Context: an optimization exercise on an open-source flow, tuned for a short achievable clock period and few clock cycles. The choices shown serve that exercise and are no tape-out recipe.
In this exercise RTL edits were held to simulation tests only and were not proved equivalent to the original.
Power and IR drop assume default switching activity.

### flow/constraint.sdc
create_clock -name core_clock -period 26.0 [get_ports {clk}]
set_input_delay 5.2000 -clock core_clock [delete_from_list [all_inputs] [get_ports {clk}]]
set_output_delay 5.2000 -clock core_clock [all_outputs]
set_load 0.01 [all_outputs]
### flow/config.mk
export PLATFORM = sky130hd
export DESIGN_NAME = acc_cpu_top
export DESIGN_NICKNAME = acc_cpu_top
export VERILOG_FILES = /design/flow/design.v
export SDC_FILE = /design/flow/constraint.sdc
export NUM_CORES = 4
export LEC_CHECK = 0
export ABC_CLOCK_PERIOD_IN_PS = 1500
export CAP_MARGIN = 20
export CORE_MARGIN = 2
export CORE_UTILIZATION = 28
export SLEW_MARGIN = 20
export SYNTH_MEMORY_MAX_BITS = 8192
### flow/flow/run.sh
#!/bin/bash
# The standard layout (standard.sh: standard synthesis, floorplan,
# placement, CTS, routing), with the timing repair steps asked to leave
# more setup slack than the clock period needs, so that they keep
# improving the critical paths instead of stopping at the period.
# make's output goes to standard.log; each ORFS step keeps its own log
# under orfs/logs.
set -uo pipefail
export SETUP_SLACK_MARGIN=19
export TNS_END_PERCENT=5
bash standard.sh > standard.log 2>&1
### flow/design.v
package acc_cpu_pkg;
    localparam int word_width = 16;
    localparam int addr_width = 8;
    localparam int op_width   = 4;
    localparam int kind_width = 4;
    localparam int mem_words = 2 ** addr_width;
    typedef logic [word_width-1:0] word_t;
    typedef logic [addr_width-1:0] addr_t;
    typedef logic [mem_words-1:0] wsel_t;
    typedef logic [op_width-1:0] alu_op_t;
    localparam alu_op_t alu_add  = 4'h0;
    localparam alu_op_t alu_sub  = 4'h1;
    localparam alu_op_t alu_mul  = 4'h2;
    localparam alu_op_t alu_div  = 4'h3;
    localparam alu_op_t alu_shl  = 4'h4;
    localparam alu_op_t alu_shr  = 4'h5;
    localparam alu_op_t alu_rol  = 4'h6;
    localparam alu_op_t alu_ror  = 4'h7;
    localparam alu_op_t alu_and  = 4'h8;
    localparam alu_op_t alu_or   = 4'h9;
    localparam alu_op_t alu_xor  = 4'ha;
    localparam alu_op_t alu_nor  = 4'hb;
    localparam alu_op_t alu_nand = 4'hc;
    localparam alu_op_t alu_xnor = 4'hd;
    localparam alu_op_t alu_gt   = 4'he;
    localparam alu_op_t alu_eq   = 4'hf;
    localparam logic [kind_width-1:0] kind_load  = 4'h1;
    localparam logic [kind_width-1:0] kind_store = 4'h2;
    localparam logic [kind_width-1:0] kind_alu   = 4'h3;
    localparam logic [kind_width-1:0] kind_jump  = 4'h4;
    localparam logic [kind_width-1:0] kind_jz    = 4'h5;
endpackage
`timescale 1ns/10ps
module acc_add #(
    parameter int W = 16,
    parameter int L = 4
) (
    input  logic [W-1:0] a,
    input  logic [W-1:0] b,
    input  logic         cin,
    output logic [W-1:0] s,
    output logic         cout
);
    logic [W*(L+1)-1:0] g;
    logic [W*(L+1)-1:0] p;
    logic [W-1:0]       hp;
    assign hp = a ^ b;
    for (genvar i = 0; i < W; i++) begin : g_l0
        if (i == 0) begin : g_cin
            assign g[i] = (a[i] & b[i]) | (hp[i] & cin);
        end else begin : g_plain
            assign g[i] = a[i] & b[i];
        end
        assign p[i] = hp[i];
    end
    for (genvar k = 1; k <= L; k++) begin : g_lvl
        for (genvar i = 0; i < W; i++) begin : g_bit
            if (i >= (1 << (k - 1))) begin : g_merge
                assign g[W*k+i] = g[W*(k-1)+i] | (p[W*(k-1)+i] & g[W*(k-1)+i-(1<<(k-1))]);
                assign p[W*k+i] = p[W*(k-1)+i] & p[W*(k-1)+i-(1<<(k-1))];
            end else begin : g_pass
                assign g[W*k+i] = g[W*(k-1)+i];
                assign p[W*k+i] = p[W*(k-1)+i];
            end
        end
    end
    assign s[0] = hp[0] ^ cin;
    for (genvar i = 1; i < W; i++) begin : g_sum
        assign s[i] = hp[i] ^ g[W*L+i-1];
    end
    assign cout = g[W*L+W-1];
endmodule
module acc_gt #(
    parameter int W = 16
) (
    input  logic [W-1:0] x,
    input  logic [W-1:0] y,
    output logic         gt
);
    logic cout;
    logic [W-1:0] unused_s;
    acc_add #(.W(W)) u_add (
        .a    (x),
        .b    (~y),
        .cin  (1'b0),
        .s    (unused_s),
        .cout (cout)
    );
    assign gt = cout;
endmodule
module acc_alu (
    input  acc_cpu_pkg::alu_op_t operation,
    input  acc_cpu_pkg::word_t   operand_a,
    input  acc_cpu_pkg::word_t   arith_a,
    input  acc_cpu_pkg::word_t   operand_b,
    output acc_cpu_pkg::word_t   result
);
    logic               is_sub;
    acc_cpu_pkg::word_t sum;
    logic               sum_cout;
    logic               a_gt_b;
    assign is_sub = operation == acc_cpu_pkg::alu_sub;
    acc_add #(.W(16)) u_add (
        .a    (arith_a),
        .b    (is_sub ? ~operand_b : operand_b),
        .cin  (is_sub),
        .s    (sum),
        .cout (sum_cout)
    );
    acc_gt #(.W(16)) u_gt (
        .x  (arith_a),
        .y  (operand_b),
        .gt (a_gt_b)
    );
    always_comb begin
        case (operation)
            acc_cpu_pkg::alu_add:  result = sum;
            acc_cpu_pkg::alu_sub:  result = sum;
            acc_cpu_pkg::alu_div:  result = (operand_b == '0) ? 16'hffff : 16'h0000;
            acc_cpu_pkg::alu_shl:  result = {operand_a[14:0], 1'b0};
            acc_cpu_pkg::alu_shr:  result = {1'b0, operand_a[15:1]};
            acc_cpu_pkg::alu_rol:  result = {operand_a[14:0], operand_a[15]};
            acc_cpu_pkg::alu_ror:  result = {operand_a[0], operand_a[15:1]};
            acc_cpu_pkg::alu_and:  result = operand_a & operand_b;
            acc_cpu_pkg::alu_or:   result = operand_a | operand_b;
            acc_cpu_pkg::alu_xor:  result = operand_a ^ operand_b;
            acc_cpu_pkg::alu_nor:  result = ~(operand_a | operand_b);
            acc_cpu_pkg::alu_nand: result = ~(operand_a & operand_b);
            acc_cpu_pkg::alu_xnor: result = ~(operand_a ^ operand_b);
            acc_cpu_pkg::alu_gt:   result = {15'd0, a_gt_b};
            acc_cpu_pkg::alu_eq:   result = {15'd0, arith_a == operand_b};
            default:               result = '0;
        endcase
    end
endmodule
module acc_mul (
    input  acc_cpu_pkg::word_t a,
    input  acc_cpu_pkg::word_t b,
    output acc_cpu_pkg::word_t p
);
    acc_cpu_pkg::word_t pp0, pp1, pp2, pp3, pp4, pp5, pp6, pp7;
    acc_cpu_pkg::word_t pp8, pp9, pp10, pp11, pp12, pp13, pp14, pp15;
    acc_cpu_pkg::word_t sum_x, sum_y;
    logic               unused_cout;
    assign pp0  = b[0]  ? a         : '0;
    assign pp1  = b[1]  ? (a << 1)  : '0;
    assign pp2  = b[2]  ? (a << 2)  : '0;
    assign pp3  = b[3]  ? (a << 3)  : '0;
    assign pp4  = b[4]  ? (a << 4)  : '0;
    assign pp5  = b[5]  ? (a << 5)  : '0;
    assign pp6  = b[6]  ? (a << 6)  : '0;
    assign pp7  = b[7]  ? (a << 7)  : '0;
    assign pp8  = b[8]  ? (a << 8)  : '0;
    assign pp9  = b[9]  ? (a << 9)  : '0;
    assign pp10 = b[10] ? (a << 10) : '0;
    assign pp11 = b[11] ? (a << 11) : '0;
    assign pp12 = b[12] ? (a << 12) : '0;
    assign pp13 = b[13] ? (a << 13) : '0;
    assign pp14 = b[14] ? (a << 14) : '0;
    assign pp15 = b[15] ? (a << 15) : '0;
    acc_cpu_pkg::word_t cs0_s, cs0_m, cs0_c, cs1_s, cs1_m, cs1_c, cs2_s, cs2_m, cs2_c, cs3_s, cs3_m, cs3_c, cs4_s, cs4_m, cs4_c, cs5_s, cs5_m, cs5_c, cs6_s, cs6_m, cs6_c, cs7_s, cs7_m, cs7_c, cs8_s, cs8_m, cs8_c, cs9_s, cs9_m, cs9_c, cs10_s, cs10_m, cs10_c, cs11_s, cs11_m, cs11_c, cs12_s, cs12_m, cs12_c, cs13_s, cs13_m, cs13_c;
    assign cs0_s = pp0 ^ pp1 ^ pp2;
    assign cs0_m = (pp0 & pp1) | (pp0 & pp2) | (pp1 & pp2);
    assign cs0_c = {cs0_m[14:0], 1'b0};
    assign cs1_s = pp3 ^ pp4 ^ pp5;
    assign cs1_m = (pp3 & pp4) | (pp3 & pp5) | (pp4 & pp5);
    assign cs1_c = {cs1_m[14:0], 1'b0};
    assign cs2_s = pp6 ^ pp7 ^ pp8;
    assign cs2_m = (pp6 & pp7) | (pp6 & pp8) | (pp7 & pp8);
    assign cs2_c = {cs2_m[14:0], 1'b0};
    assign cs3_s = pp9 ^ pp10 ^ pp11;
    assign cs3_m = (pp9 & pp10) | (pp9 & pp11) | (pp10 & pp11);
    assign cs3_c = {cs3_m[14:0], 1'b0};
    assign cs4_s = pp12 ^ pp13 ^ pp14;
    assign cs4_m = (pp12 & pp13) | (pp12 & pp14) | (pp13 & pp14);
    assign cs4_c = {cs4_m[14:0], 1'b0};
    assign cs5_s = cs0_s ^ cs0_c ^ cs1_s;
    assign cs5_m = (cs0_s & cs0_c) | (cs0_s & cs1_s) | (cs0_c & cs1_s);
    assign cs5_c = {cs5_m[14:0], 1'b0};
    assign cs6_s = cs1_c ^ cs2_s ^ cs2_c;
    assign cs6_m = (cs1_c & cs2_s) | (cs1_c & cs2_c) | (cs2_s & cs2_c);
    assign cs6_c = {cs6_m[14:0], 1'b0};
    assign cs7_s = cs3_s ^ cs3_c ^ cs4_s;
    assign cs7_m = (cs3_s & cs3_c) | (cs3_s & cs4_s) | (cs3_c & cs4_s);
    assign cs7_c = {cs7_m[14:0], 1'b0};
    assign cs8_s = cs5_s ^ cs5_c ^ cs6_s;
    assign cs8_m = (cs5_s & cs5_c) | (cs5_s & cs6_s) | (cs5_c & cs6_s);
    assign cs8_c = {cs8_m[14:0], 1'b0};
    assign cs9_s = cs6_c ^ cs7_s ^ cs7_c;
    assign cs9_m = (cs6_c & cs7_s) | (cs6_c & cs7_c) | (cs7_s & cs7_c);
    assign cs9_c = {cs9_m[14:0], 1'b0};
    assign cs10_s = cs8_s ^ cs8_c ^ cs9_s;
    assign cs10_m = (cs8_s & cs8_c) | (cs8_s & cs9_s) | (cs8_c & cs9_s);
    assign cs10_c = {cs10_m[14:0], 1'b0};
    assign cs11_s = cs9_c ^ cs4_c ^ pp15;
    assign cs11_m = (cs9_c & cs4_c) | (cs9_c & pp15) | (cs4_c & pp15);
    assign cs11_c = {cs11_m[14:0], 1'b0};
    assign cs12_s = cs10_s ^ cs10_c ^ cs11_s;
    assign cs12_m = (cs10_s & cs10_c) | (cs10_s & cs11_s) | (cs10_c & cs11_s);
    assign cs12_c = {cs12_m[14:0], 1'b0};
    assign cs13_s = cs12_s ^ cs12_c ^ cs11_c;
    assign cs13_m = (cs12_s & cs12_c) | (cs12_s & cs11_c) | (cs12_c & cs11_c);
    assign cs13_c = {cs13_m[14:0], 1'b0};
    assign sum_x = cs13_s;
    assign sum_y = cs13_c;
    acc_add #(.W(16)) u_add (
        .a    (sum_x),
        .b    (sum_y),
        .cin  (1'b0),
        .s    (p),
        .cout (unused_cout)
    );
endmodule
module acc_div_step (
    input  acc_cpu_pkg::word_t divisor,
    input  logic [17:0]        d3,
    input  acc_cpu_pkg::word_t rem_in,
    input  acc_cpu_pkg::word_t quo_in,
    output acc_cpu_pkg::word_t rem_out,
    output acc_cpu_pkg::word_t quo_out
);
    acc_cpu_pkg::word_t rem_mid;
    acc_cpu_pkg::word_t quo_mid;
    acc_div_radix4 u_first (
        .divisor (divisor),
        .d3      (d3),
        .rem_in  (rem_in),
        .quo_in  (quo_in),
        .rem_out (rem_mid),
        .quo_out (quo_mid)
    );
    acc_div_radix4 u_second (
        .divisor (divisor),
        .d3      (d3),
        .rem_in  (rem_mid),
        .quo_in  (quo_mid),
        .rem_out (rem_out),
        .quo_out (quo_out)
    );
endmodule
module acc_div_radix4 (
    input  acc_cpu_pkg::word_t divisor,
    input  logic [17:0]        d3,
    input  acc_cpu_pkg::word_t rem_in,
    input  acc_cpu_pkg::word_t quo_in,
    output acc_cpu_pkg::word_t rem_out,
    output acc_cpu_pkg::word_t quo_out
);
    logic [17:0] r;
    logic [17:0] t1, t2, t3;
    logic        c1, c2, c3;
    assign r = {rem_in, quo_in[15:14]};
    acc_add #(.W(18), .L(5)) u_s1 (.a(r), .b(~{2'b00, divisor}),       .cin(1'b1), .s(t1), .cout(c1));
    acc_add #(.W(18), .L(5)) u_s2 (.a(r), .b(~{1'b0, divisor, 1'b0}),  .cin(1'b1), .s(t2), .cout(c2));
    acc_add #(.W(18), .L(5)) u_s3 (.a(r), .b(~d3),                     .cin(1'b1), .s(t3), .cout(c3));
    always_comb begin
        if (c3) begin
            rem_out = t3[15:0];
            quo_out = {quo_in[13:0], 2'd3};
        end else if (c2) begin
            rem_out = t2[15:0];
            quo_out = {quo_in[13:0], 2'd2};
        end else if (c1) begin
            rem_out = t1[15:0];
            quo_out = {quo_in[13:0], 2'd1};
        end else begin
            rem_out = r[15:0];
            quo_out = {quo_in[13:0], 2'd0};
        end
    end
endmodule
`timescale 1ns/10ps
module mem_read #(
    parameter int NW = 256,
    parameter int NL = 16
) (
    input  logic [NW*16-1:0]   words,
    input  logic [NL-1:0]      lo,
    input  logic [NW/NL-1:0]   hi,
    output acc_cpu_pkg::word_t q
);
    localparam int NH = NW / NL;
    logic [NH*16-1:0] hq;
    for (genvar h = 0; h < NH; h++) begin : g_grp
        acc_cpu_pkg::word_t part;
        always_comb begin
            part = '0;
            for (int k = 0; k < NL; k++) begin
                part = part | (words[16*(NL*h+k) +: 16] & {16{lo[k]}});
            end
        end
        assign hq[16*h +: 16] = part & {16{hi[h]}};
    end
    always_comb begin
        q = '0;
        for (int h = 0; h < NH; h++) begin
            q = q | hq[16*h +: 16];
        end
    end
endmodule
module main_memory (
    input  logic               clk,
    input  logic               busy,
    input  logic               host_we,
    input  acc_cpu_pkg::addr_t host_addr,
    input  acc_cpu_pkg::word_t host_wdata,
    output acc_cpu_pkg::word_t host_rdata,
    input  logic [15:0]        op1_lo,
    input  logic [15:0]        op1_hi,
    output acc_cpu_pkg::word_t op1_data,
    input  logic [15:0]        op2_lo,
    input  logic [15:0]        op2_hi,
    output acc_cpu_pkg::word_t op2_data,
    input  logic               st_we,
    input  logic [15:0]        st_lo,
    input  logic [15:0]        st_hi,
    input  acc_cpu_pkg::word_t st_data,
    input  logic [63:0]        fb_lo,
    input  logic [15:0]        fb_hi,
    input  logic [1:0]         fa_low,
    output acc_cpu_pkg::word_t fetch_w1,
    output acc_cpu_pkg::word_t fetch_w2,
    output acc_cpu_pkg::word_t fetch_w3
);
    localparam int nw = acc_cpu_pkg::mem_words;
    logic [nw*16-1:0] ram;
    logic [15:0] h_lo, h_hi;
    assign h_lo  = 16'(1) << host_addr[3:0];
    assign h_hi  = 16'(1) << host_addr[7:4];
    logic [15:0]        w_lo, w_hi;
    logic               we;
    acc_cpu_pkg::word_t wd;
    assign w_lo = busy ? st_lo : h_lo;
    assign w_hi = busy ? st_hi : h_hi;
    assign we   = busy ? st_we : host_we;
    assign wd   = busy ? st_data : host_wdata;
    for (genvar i = 0; i < nw; i++) begin : g_word
        always_ff @(posedge clk) begin
            if (we & w_lo[i % 16] & w_hi[i / 16]) begin
                ram[16*i +: 16] <= wd;
            end
        end
    end
    logic [15:0] r1_lo, r1_hi;
    assign r1_lo = busy ? op1_lo : h_lo;
    assign r1_hi = busy ? op1_hi : h_hi;
    mem_read #(.NW(256), .NL(16)) u_rd1 (
        .words (ram),
        .lo    (r1_lo),
        .hi    (r1_hi),
        .q     (op1_data)
    );
    mem_read #(.NW(256), .NL(16)) u_rd2 (
        .words (ram),
        .lo    (op2_lo),
        .hi    (op2_hi),
        .q     (op2_data)
    );
    logic [63:0] bank_data;
    for (genvar r = 0; r < 4; r++) begin : g_fbank
        logic [nw*4-1:0] bank_words;
        for (genvar k = 0; k < nw / 4; k++) begin : g_split
            assign bank_words[16*k +: 16] = ram[16*(4*k+r) +: 16];
        end
        acc_cpu_pkg::word_t q;
        mem_read #(.NW(64), .NL(16)) u_rdb (
            .words (bank_words),
            .lo    (fb_lo[16*r +: 16]),
            .hi    (fb_hi[4*r +: 4]),
            .q     (q)
        );
        assign bank_data[16*r +: 16] = q;
    end
    logic [63:0] rot;
    always_comb begin
        case (fa_low)
            2'd0:    rot = bank_data;
            2'd1:    rot = {bank_data[15:0], bank_data[63:16]};
            2'd2:    rot = {bank_data[31:0], bank_data[63:32]};
            default: rot = {bank_data[47:0], bank_data[63:48]};
        endcase
    end
    assign fetch_w1 = rot[15:0];
    assign fetch_w2 = rot[31:16];
    assign fetch_w3 = rot[47:32];
    always_ff @(posedge clk) begin
        host_rdata <= op1_data;
    end
endmodule
`timescale 1ns/10ps
module cpu_control (
    input  logic                 clk,
    input  logic                 arst_n,
    input  logic                 start,
    output logic [63:0]          fb_lo,
    output logic [15:0]          fb_hi,
    output logic [1:0]           fa_low,
    input  acc_cpu_pkg::word_t   fetch_w1,
    input  acc_cpu_pkg::word_t   fetch_w2,
    input  acc_cpu_pkg::word_t   fetch_w3,
    output logic [15:0]          op1_lo,
    output logic [15:0]          op1_hi,
    input  acc_cpu_pkg::word_t   op1_data,
    output logic [15:0]          op2_lo,
    output logic [15:0]          op2_hi,
    input  acc_cpu_pkg::word_t   op2_data,
    output logic                 st_we,
    output logic [15:0]          st_lo,
    output logic [15:0]          st_hi,
    output acc_cpu_pkg::word_t   st_data,
    output logic                 busy,
    output logic                 halted,
    output acc_cpu_pkg::word_t   acc,
    output acc_cpu_pkg::addr_t   pc
);
    localparam logic [1:0] xm_first = 2'd0;
    localparam logic [1:0] xm_div   = 2'd2;
    acc_cpu_pkg::addr_t  fpc;
    logic [17:0]         fpc_k;
    logic                fstop;
    logic                rv1, rv2;
    acc_cpu_pkg::word_t  rir1, rir2;
    logic [17:0]         rk1, rk2;
    acc_cpu_pkg::addr_t  rpc1;
    logic                rhalt;
    logic                rsame12;
    logic                xv1, xv2;
    acc_cpu_pkg::word_t  xir1, xir2;
    logic [17:0]         xk1, xk2;
    logic                xsame12;
    acc_cpu_pkg::word_t  b1, b2;
    logic [15:0]         xs_lo, xs_hi;
    logic [1:0]          xm;
    acc_cpu_pkg::word_t  mbr;
    logic [17:0]         mbr3;
    acc_cpu_pkg::word_t  drem;
    acc_cpu_pkg::word_t  dquo;
    logic [1:0]          dcnt;
    logic x1_load, x1_store, x1_alu, x1_jz, x1_mul, x1_div;
    logic x2_load, x2_store, x2_alu, x2_jz, x2_mul;
    logic acc_zero;
    assign acc_zero = (acc == '0);
    logic x_go;
    assign x_go = xv1 && (xm == xm_first);
    logic jz1_taken, jz2_taken, jz_taken, do2;
    assign jz1_taken = x_go && x1_jz && acc_zero;
    assign do2       = x_go && xv2 && !jz1_taken;
    assign jz2_taken = do2 && x2_jz && acc_zero;
    assign jz_taken  = jz1_taken || jz2_taken;
    acc_cpu_pkg::word_t b2s;
    assign b2s = xsame12 ? acc : b2;
    acc_cpu_pkg::word_t arith2, mul_b, product;
    assign arith2 = x1_load ? b1 : acc;
    assign mul_b  = x1_mul ? b1 : b2s;
    acc_mul u_mul (
        .a (arith2),
        .b (mul_b),
        .p (product)
    );
    acc_cpu_pkg::word_t alu1_result, alu2_result, acc1, acc2;
    acc_alu u_alu1 (
        .operation (xir1[11:8]),
        .operand_a (acc),
        .arith_a   (acc),
        .operand_b (b1),
        .result    (alu1_result)
    );
    always_comb begin
        if (x1_load) begin
            acc1 = b1;
        end else if (x1_alu) begin
            acc1 = alu1_result;
        end else begin
            acc1 = acc;
        end
    end
    acc_alu u_alu2 (
        .operation (xir2[11:8]),
        .operand_a (acc1),
        .arith_a   (acc1),
        .operand_b (b2s),
        .result    (alu2_result)
    );
    always_comb begin
        if (x1_mul) begin
            acc2 = product;
        end else if (!do2) begin
            acc2 = acc1;
        end else if (x2_load) begin
            acc2 = b2s;
        end else if (x2_mul) begin
            acc2 = product;
        end else if (x2_alu) begin
            acc2 = alu2_result;
        end else begin
            acc2 = acc1;
        end
    end
    logic st1_we, st2_we;
    assign st1_we  = x_go && x1_store;
    assign st2_we  = do2 && x2_store;
    assign st_we   = st1_we || st2_we;
    assign st_lo   = xs_lo;
    assign st_hi   = xs_hi;
    assign st_data = x1_store ? acc : acc1;
    logic               st2_early;
    acc_cpu_pkg::word_t st2_early_data;
    assign st2_early      = !x1_alu;
    assign st2_early_data = x1_load ? b1 : acc;
    logic div_small, skip3, skip2, skip1, div_start;
    acc_gt #(.W(16)) u_small (.x(b1), .y(acc),                 .gt(div_small));
    acc_gt #(.W(16)) u_skip3 (.x(b1), .y({4'd0, acc[15:4]}),   .gt(skip3));
    acc_gt #(.W(16)) u_skip2 (.x(b1), .y({8'd0, acc[15:8]}),   .gt(skip2));
    acc_gt #(.W(16)) u_skip1 (.x(b1), .y({12'd0, acc[15:12]}), .gt(skip1));
    assign div_start = x_go && x1_div && (b1 != '0) && !div_small;
    logic [17:0] b1_x3;
    logic        unused_x3_cout;
    acc_add #(.W(18), .L(5)) u_x3 (
        .a    ({2'b00, b1}),
        .b    ({1'b0, b1, 1'b0}),
        .cin  (1'b0),
        .s    (b1_x3),
        .cout (unused_x3_cout)
    );
    acc_cpu_pkg::word_t step_rem, step_quo;
    acc_div_step u_step (
        .divisor (mbr),
        .d3      (mbr3),
        .rem_in  (drem),
        .quo_in  (dquo),
        .rem_out (step_rem),
        .quo_out (step_quo)
    );
    logic hold;
    assign hold = div_start || ((xm == xm_div) && (dcnt != 2'd3));
    logic r1_load, r1_store, r1_alu, r1_jz, r1_mul, r1_div;
    logic r2_load, r2_store, r2_alu, r2_jz, r2_mul;
    assign r1_load  = rir1[15:12] == acc_cpu_pkg::kind_load;
    assign r1_store = rir1[15:12] == acc_cpu_pkg::kind_store;
    assign r1_alu   = rir1[15:12] == acc_cpu_pkg::kind_alu;
    assign r1_jz    = rir1[15:12] == acc_cpu_pkg::kind_jz;
    assign r1_mul   = r1_alu && (rir1[11:8] == acc_cpu_pkg::alu_mul);
    assign r1_div   = r1_alu && (rir1[11:8] == acc_cpu_pkg::alu_div);
    assign r2_load  = rir2[15:12] == acc_cpu_pkg::kind_load;
    assign r2_store = rir2[15:12] == acc_cpu_pkg::kind_store;
    assign r2_alu   = rir2[15:12] == acc_cpu_pkg::kind_alu;
    assign r2_jz    = rir2[15:12] == acc_cpu_pkg::kind_jz;
    assign r2_mul   = r2_alu && (rir2[11:8] == acc_cpu_pkg::alu_mul);
    logic x1_hits_r1, x2_hits_r1, x1_hits_r2, x2_hits_r2;
    assign x1_hits_r1 = st1_we && (xir1[7:0] == rir1[7:0]);
    assign x2_hits_r1 = st2_we && (xir2[7:0] == rir1[7:0]);
    assign x1_hits_r2 = st1_we && (xir1[7:0] == rir2[7:0]);
    assign x2_hits_r2 = st2_we && (xir2[7:0] == rir2[7:0]);
    acc_cpu_pkg::word_t r_b1, r_b2;
    assign r_b1 = x2_hits_r1 ? acc1 : (x1_hits_r1 ? acc : op1_data);
    assign r_b2 = x2_hits_r2 ? acc1 : (x1_hits_r2 ? acc : op2_data);
    logic run_end;
    assign run_end = rv1 && rhalt && !hold && !jz_taken;
    acc_cpu_pkg::addr_t fa, fa_p1, fa_p2, jz_target;
    logic [17:0]        jz_k;
    logic [23:0]        fa_k;
    assign jz_target = jz1_taken ? xir1[7:0] : xir2[7:0];
    assign jz_k      = jz1_taken ? xk1 : xk2;
    assign fa        = jz_taken ? jz_target : fpc;
    assign fa_k      = {fa[7:2], (jz_taken ? jz_k : fpc_k)};
    assign fa_p1     = fa + 8'd1;
    assign fa_p2     = fa + 8'd2;
    for (genvar r = 0; r < 4; r++) begin : g_fsel
        assign fb_lo[16*r +: 16] = 16'(1) << fa_k[6*r +: 4];
        assign fb_hi[4*r +: 4]   = 4'(1) << fa_k[6*r+4 +: 2];
    end
    assign fa_low = fa[1:0];
    logic rs1, rs2;
    assign rs1 = rv1 && !jz_taken && r1_store;
    assign rs2 = rv2 && !jz_taken && r2_store;
    logic [2:0]  hit_late, hit_x1, hit_x2;
    logic [23:0] fw_addr;
    assign fw_addr = {fa_p2, fa_p1, fa};
    for (genvar i = 0; i < 3; i++) begin : g_hit
        assign hit_x1[i]   = st1_we && (xir1[7:0] == fw_addr[8*i +: 8]);
        assign hit_x2[i]   = st2_we && (xir2[7:0] == fw_addr[8*i +: 8]);
        assign hit_late[i] = (rs1 && (rir1[7:0] == fw_addr[8*i +: 8]))
                             || (rs2 && (rir2[7:0] == fw_addr[8*i +: 8]))
                             || (hit_x2[i] && !st2_early);
    end
    acc_cpu_pkg::word_t w1, w2, w3;
    logic               w1_stale, w2_stale, w3_stale;
    always_comb begin
        if (hit_x2[0]) begin
            w1 = st2_early_data;
        end else if (hit_x1[0]) begin
            w1 = acc;
        end else begin
            w1 = fetch_w1;
        end
    end
    assign w2       = fetch_w2;
    assign w3       = fetch_w3;
    assign w1_stale = hit_late[0];
    assign w2_stale = hit_late[1] || hit_x1[1] || hit_x2[1];
    assign w3_stale = hit_late[2] || hit_x1[2] || hit_x2[2];
    logic [3:0] k1, k2;
    assign k1 = w1[15:12];
    assign k2 = w2[15:12];
    logic w1_halt, w1_jump, w1_mul, w1_div, w1_modacc, w1_store, w1_self;
    logic w2_plain, w2_mul, w2_jump, w2_jz, w2_store, pair, fold3;
    assign w1_halt   = (k1 == 4'h0) || (k1 > acc_cpu_pkg::kind_jz);
    assign w1_jump   = k1 == acc_cpu_pkg::kind_jump;
    assign w1_mul    = (k1 == acc_cpu_pkg::kind_alu) && (w1[11:8] == acc_cpu_pkg::alu_mul);
    assign w1_div    = (k1 == acc_cpu_pkg::kind_alu) && (w1[11:8] == acc_cpu_pkg::alu_div);
    assign w1_modacc = (k1 == acc_cpu_pkg::kind_load) || (k1 == acc_cpu_pkg::kind_alu);
    assign w1_store  = k1 == acc_cpu_pkg::kind_store;
    assign w1_self   = w1_store && (w1[7:0] == fa_p1);
    assign w2_plain  = (k2 == acc_cpu_pkg::kind_load) || (k2 == acc_cpu_pkg::kind_store)
                       || ((k2 == acc_cpu_pkg::kind_alu)
                           && (w2[11:8] != acc_cpu_pkg::alu_mul) && (w2[11:8] != acc_cpu_pkg::alu_div));
    assign w2_mul    = (k2 == acc_cpu_pkg::kind_alu) && (w2[11:8] == acc_cpu_pkg::alu_mul);
    assign w2_jump   = k2 == acc_cpu_pkg::kind_jump;
    assign w2_jz     = k2 == acc_cpu_pkg::kind_jz;
    assign w2_store  = k2 == acc_cpu_pkg::kind_store;
    assign pair      = !w1_halt && !w1_jump && !w1_mul && !w1_div && !w1_self && !w2_stale
                       && !(w1_store && w2_store)
                       && (w2_plain || w2_jump
                           || ((w2_jz || w2_mul) && !w1_modacc)
                           || (w2_mul && (k1 == acc_cpu_pkg::kind_load)));
    assign fold3 = pair && !w2_jump && (w3[15:12] == acc_cpu_pkg::kind_jump) && !w3_stale
                   && !(w1_store && (w1[7:0] == fa_p2))
                   && !(w2_store && (w2[7:0] == fa_p2));
    acc_cpu_pkg::addr_t next_fpc;
    logic [17:0]        next_k, w1_k, w2_k, w3_k, p1_k, p2_k;
    fetch_bank_index u_k1 (.a(w1[7:0]), .k(w1_k));
    fetch_bank_index u_k2 (.a(w2[7:0]), .k(w2_k));
    fetch_bank_index u_k3 (.a(w3[7:0]), .k(w3_k));
    fetch_bank_index u_p1 (.a(fa_p1),   .k(p1_k));
    fetch_bank_index u_p2 (.a(fa_p2),   .k(p2_k));
    always_comb begin
        if (w1_jump) begin
            next_fpc = w1[7:0];
            next_k   = w1_k;
        end else if (!pair) begin
            next_fpc = fa_p1;
            next_k   = p1_k;
        end else if (w2_jump) begin
            next_fpc = w2[7:0];
            next_k   = w2_k;
        end else if (fold3) begin
            next_fpc = w3[7:0];
            next_k   = w3_k;
        end else begin
            next_fpc = fa_p2;
            next_k   = p2_k;
        end
    end
    logic f_issue;
    assign f_issue = busy && !hold && (!fstop || jz_taken) && !w1_stale;
    always_ff @(posedge clk or negedge arst_n) begin
        if (!arst_n) begin
            busy   <= 1'b0;
            halted <= 1'b0;
            pc     <= '0;
            acc    <= '0;
            fstop  <= 1'b0;
            rv1    <= 1'b0;
            rv2    <= 1'b0;
            xv1    <= 1'b0;
            xv2    <= 1'b0;
            xm     <= xm_first;
        end else if (!busy) begin
            if (start) begin
                busy   <= 1'b1;
                halted <= 1'b0;
                pc     <= '0;
                fstop  <= 1'b0;
                rv1    <= 1'b0;
                rv2    <= 1'b0;
                xv1    <= 1'b0;
                xv2    <= 1'b0;
                xm     <= xm_first;
            end
        end else begin
            if (xm == xm_first) begin
                if (x_go && !div_start) begin
                    acc <= acc2;
                end
                if (div_start) begin
                    xm <= xm_div;
                end
            end else if (dcnt == 2'd3) begin
                acc <= step_quo;
                xm  <= xm_first;
            end
            if (run_end) begin
                busy   <= 1'b0;
                halted <= 1'b1;
                pc     <= rpc1;
                fstop  <= 1'b0;
                rv1    <= 1'b0;
                rv2    <= 1'b0;
                xv1    <= 1'b0;
                xv2    <= 1'b0;
            end else if (!hold) begin
                xv1 <= rv1 && !rhalt && !jz_taken;
                xv2 <= rv2 && !jz_taken;
                rv1 <= f_issue;
                rv2 <= f_issue && pair;
                if (f_issue && w1_halt) begin
                    fstop <= 1'b1;
                end else if (jz_taken) begin
                    fstop <= 1'b0;
                end
            end
        end
    end
    always_ff @(posedge clk) begin
        if (!busy) begin
            fpc   <= '0;
            fpc_k <= '0;
        end else if (!hold) begin
            if (f_issue) begin
                fpc    <= next_fpc;
                fpc_k  <= next_k;
            end else begin
                fpc    <= fa;
                fpc_k  <= fa_k[17:0];
            end
            rir1    <= w1;
            rir2    <= w2;
            rk1     <= w1_k;
            rk2     <= w2_k;
            rpc1    <= fa;
            rhalt   <= w1_halt;
            rsame12 <= w1_store && (w1[7:0] == w2[7:0]);
            op1_lo  <= 16'(1) << w1[3:0];
            op1_hi  <= 16'(1) << w1[7:4];
            op2_lo  <= 16'(1) << w2[3:0];
            op2_hi  <= 16'(1) << w2[7:4];
            xir1    <= rir1;
            xir2    <= rir2;
            x1_load  <= r1_load;
            x1_store <= r1_store;
            x1_alu   <= r1_alu;
            x1_jz    <= r1_jz;
            x1_mul   <= r1_mul;
            x1_div   <= r1_div;
            x2_load  <= r2_load;
            x2_store <= r2_store;
            x2_alu   <= r2_alu;
            x2_jz    <= r2_jz;
            x2_mul   <= r2_mul;
            xk1     <= rk1;
            xk2     <= rk2;
            xsame12 <= rsame12;
            if (rv2 && r2_store) begin
                xs_lo <= op2_lo;
                xs_hi <= op2_hi;
            end else begin
                xs_lo <= op1_lo;
                xs_hi <= op1_hi;
            end
            b1      <= r_b1;
            b2      <= r_b2;
        end
        if (xm == xm_first) begin
            mbr  <= b1;
            mbr3 <= b1_x3;
            if (skip3) begin
                drem <= {4'd0, acc[15:4]};
                dquo <= {acc[3:0], 12'd0};
                dcnt <= 2'd3;
            end else if (skip2) begin
                drem <= {8'd0, acc[15:8]};
                dquo <= {acc[7:0], 8'd0};
                dcnt <= 2'd2;
            end else if (skip1) begin
                drem <= {12'd0, acc[15:12]};
                dquo <= {acc[11:0], 4'd0};
                dcnt <= 2'd1;
            end else begin
                drem <= '0;
                dquo <= acc;
                dcnt <= 2'd0;
            end
        end else begin
            drem <= step_rem;
            dquo <= step_quo;
            dcnt <= dcnt + 2'd1;
        end
    end
endmodule
module fetch_bank_index (
    input  acc_cpu_pkg::addr_t a,
    output logic [17:0]        k
);
    acc_cpu_pkg::addr_t a1, a2, a3;
    assign a1 = a + 8'd1;
    assign a2 = a + 8'd2;
    assign a3 = a + 8'd3;
    assign k  = {a1[7:2], a2[7:2], a3[7:2]};
endmodule
`timescale 1ns/10ps
module acc_cpu_top (
    input  logic               clk,
    input  logic               arst_n,
    input  logic               start,
    input  logic               host_we,
    input  acc_cpu_pkg::addr_t host_addr,
    input  acc_cpu_pkg::word_t host_wdata,
    output acc_cpu_pkg::word_t host_rdata,
    output logic               busy,
    output logic               halted,
    output acc_cpu_pkg::word_t acc,
    output acc_cpu_pkg::addr_t pc
);
    logic [63:0]        fb_lo;
    logic [15:0]        fb_hi;
    logic [1:0]         fa_low;
    acc_cpu_pkg::word_t fetch_w1;
    acc_cpu_pkg::word_t fetch_w2;
    acc_cpu_pkg::word_t fetch_w3;
    logic [15:0]        op1_lo;
    logic [15:0]        op1_hi;
    acc_cpu_pkg::word_t op1_data;
    logic [15:0]        op2_lo;
    logic [15:0]        op2_hi;
    acc_cpu_pkg::word_t op2_data;
    logic               st_we;
    logic [15:0]        st_lo;
    logic [15:0]        st_hi;
    acc_cpu_pkg::word_t st_data;
    cpu_control u_control (
        .clk       (clk),
        .arst_n    (arst_n),
        .start     (start),
        .fb_lo     (fb_lo),
        .fb_hi     (fb_hi),
        .fa_low    (fa_low),
        .fetch_w1  (fetch_w1),
        .fetch_w2  (fetch_w2),
        .fetch_w3  (fetch_w3),
        .op1_lo    (op1_lo),
        .op1_hi    (op1_hi),
        .op1_data  (op1_data),
        .op2_lo    (op2_lo),
        .op2_hi    (op2_hi),
        .op2_data  (op2_data),
        .st_we     (st_we),
        .st_lo     (st_lo),
        .st_hi     (st_hi),
        .st_data   (st_data),
        .busy      (busy),
        .halted    (halted),
        .acc       (acc),
        .pc        (pc)
    );
    main_memory u_memory (
        .clk        (clk),
        .busy       (busy),
        .host_we    (host_we),
        .host_addr  (host_addr),
        .host_wdata (host_wdata),
        .host_rdata (host_rdata),
        .op1_lo     (op1_lo),
        .op1_hi     (op1_hi),
        .op1_data   (op1_data),
        .op2_lo     (op2_lo),
        .op2_hi     (op2_hi),
        .op2_data   (op2_data),
        .st_we      (st_we),
        .st_lo      (st_lo),
        .st_hi      (st_hi),
        .st_data    (st_data),
        .fb_lo      (fb_lo),
        .fb_hi      (fb_hi),
        .fa_low     (fa_low),
        .fetch_w1   (fetch_w1),
        .fetch_w2   (fetch_w2),
        .fetch_w3   (fetch_w3)
    );
endmodule
### flow/standard.sh
#!/bin/bash
# synth_recipe.tcl (not shown) runs the flow's synth.tcl, then flattens the netlist and writes it again
# the make line also repeats each setting of config.mk as NAME=value (left out here)
make -C /OpenROAD-flow-scripts/flow DESIGN_CONFIG=/design/flow/config.mk WORK_HOME=/design/flow/orfs CLKGATE_MAP_FILE= SYNTH_SCRIPT=/design/flow/synth_recipe.tcl "${@:-finish}"
==> results.txt <==
Floorplan:
- The die height is 943 um.
- The chip width is 943 um.
- The floorplan row count is 344.
- The starting density of the core is 28.1%.
- The number of I/O pins is 70.

Global route:
- The overall routing resource usage is 67.4%.
- The total congestion overflow is 1.
- The pin count of the biggest net entering global routing is 193.

Run status:
- The run stopped with a tool error.
- The first error in the log reads "[ERROR GRT-0232] Routing congestion too high. Check the congestion heatmap in the GUI".
- The last stage reached is 5_1_grt.

Place:
- Detailed placement finished with a half-perimeter wire length of 1960000 um.
- The placer's final routability congestion estimate is 1.28.
- In this run the tool buffered the top-level ports with 69 buffer cells.

Logic synthesis:
- The flop and latch count out of synthesis is 4515.
- The synthesized area per cell is 11.6 sq um.
- The number of nets handed over by synthesis was 21717.
- The number of different library cells used by synthesis comes to 124.
- The dominant synthesized flop cell is sky130_fd_sc_hd__edfxtp_1.
- The sequential area share after synthesis is 54.6%.
- The fraction of registers with async set or reset after synthesis is 0.709%.
- The warning count from the yosys run is 6.
- The number of synthesized flops with an enable pin is 4407.
- The synthesized netlist cell count is 21252.
- Summing every instance area after synthesis gives 247000 sq um.

Clock network:
- The clock passes through at most 4 buffers.
- The number of buffers inserted during clock tree synthesis is 566.
- The maximum level of the CTS H-tree is 6.
- Hold repair after CTS inserted 0 buffers.
- Clock tree synthesis found a total of 4515 sinks.
- The buffer cell driving the clock tree root is sky130_fd_sc_hd__clkbuf_16.
cell usage after synthesis (all sizes together), types with 43 or more instances:
cell     number  area share [%]
edfxtp     4407              54
a22oi      2090             6.4
a221oi     1501             5.3
a22o       1460             5.2
nand2      1290             2.0
nor2       1120             1.7
clkbuf     1059             1.6
buf         840             1.7
nand3       827             1.7
a21oi       794             1.6
mux2i       583             2.4
o21ai       553             1.1
nand4       514             1.3
o22ai       352            0.89
ha          346             1.8
inv         346            0.53
xnor2       291             1.0
nor3        276            0.62
a31oi       248            0.63
mux2        196            0.90
and3        176            0.45
nor4        122            0.37
a211oi      118            0.36
a21o         98            0.30
o221ai       97            0.35
fa           91            0.74
xor2         82            0.29
a221o        79            0.32
o211ai       79            0.24
dfxtp        76            0.62
a32oi        73            0.26
o2bb2ai      69            0.24
o31ai        66            0.20
or3          57            0.14
nor2b        52            0.13
nand2b       51            0.13
a2111oi      48            0.18
o21a         48            0.15
a21boi       43            0.13
or4          43            0.14
logic make-up after synthesis:
family | share of synthesized area (%)
flip-flops | 54.6
AND/OR/NAND/NOR | 9.18
adder cells (fa/ha/maj) | 2.49
buffers and inverters | 3.81
multiplexers | 3.28
XOR/XNOR | 1.33
AO/OA/AOI/OAI | 25.3
power groups by stage:
| stage | registers [W] | logic [W] | clock network (W) |
|---|---|---|---|
| 4_1_cts | 0.00786 | 0.0000110 | 0.00846 |
| 3_5_place_dp | 0.00801 | 0.00000922 | 0 |
| 3_3_place_gp | 0.00801 | 0.00000940 | 0 |
| 2_1_floorplan | 0.00801 | 0.000000909 | 0 |
worst max-delay path by stage:
| stage | startpoint | end | cells after the start |
|---|---|---|---|
| after floorplan | host_wdata[0] | u_memory.ram[0] | 2 |
| after global placement | host_addr[0] | u_control.b1[8] | 16 |
| after detailed placement | host_addr[3] | u_control.b1[15] | 17 |
| after CTS | host_addr[2] | u_control.b1[15] | 16 |
timing repair:
item / CTS
pin swaps: 441
buffers inserted: 1047
resized for setup: 2587
endpoints found under the setup margin: 6485
cloned: 105
per-layer routing:
| metal | overflow | track usage (%) |
|---|---|---|
| met1 | 1 | 66.0 |
| met4 | 0 | 67.3 |
| met2 | 0 | 75.3 |
| met5 | 0 | 51.7 |
| met3 | 0 | 61.2 |
through the flow:
stage / utilization, % / cell area, sq um / instances / power [W] / setup slack [ns]
floorplan: - / 247000 / 21252 / 0.00801 / 17.79
global placement: 31.5 / 276000 / 33016 / 0.00802 / 11.59
detailed placement: 31.6 / 277000 / 33073 / 0.00802 / 13.02
CTS: 36.6 / 321000 / 35244 / 0.0163 / 17.18
Testbench counts, summed over its fixed seeds: cycles 36,909.
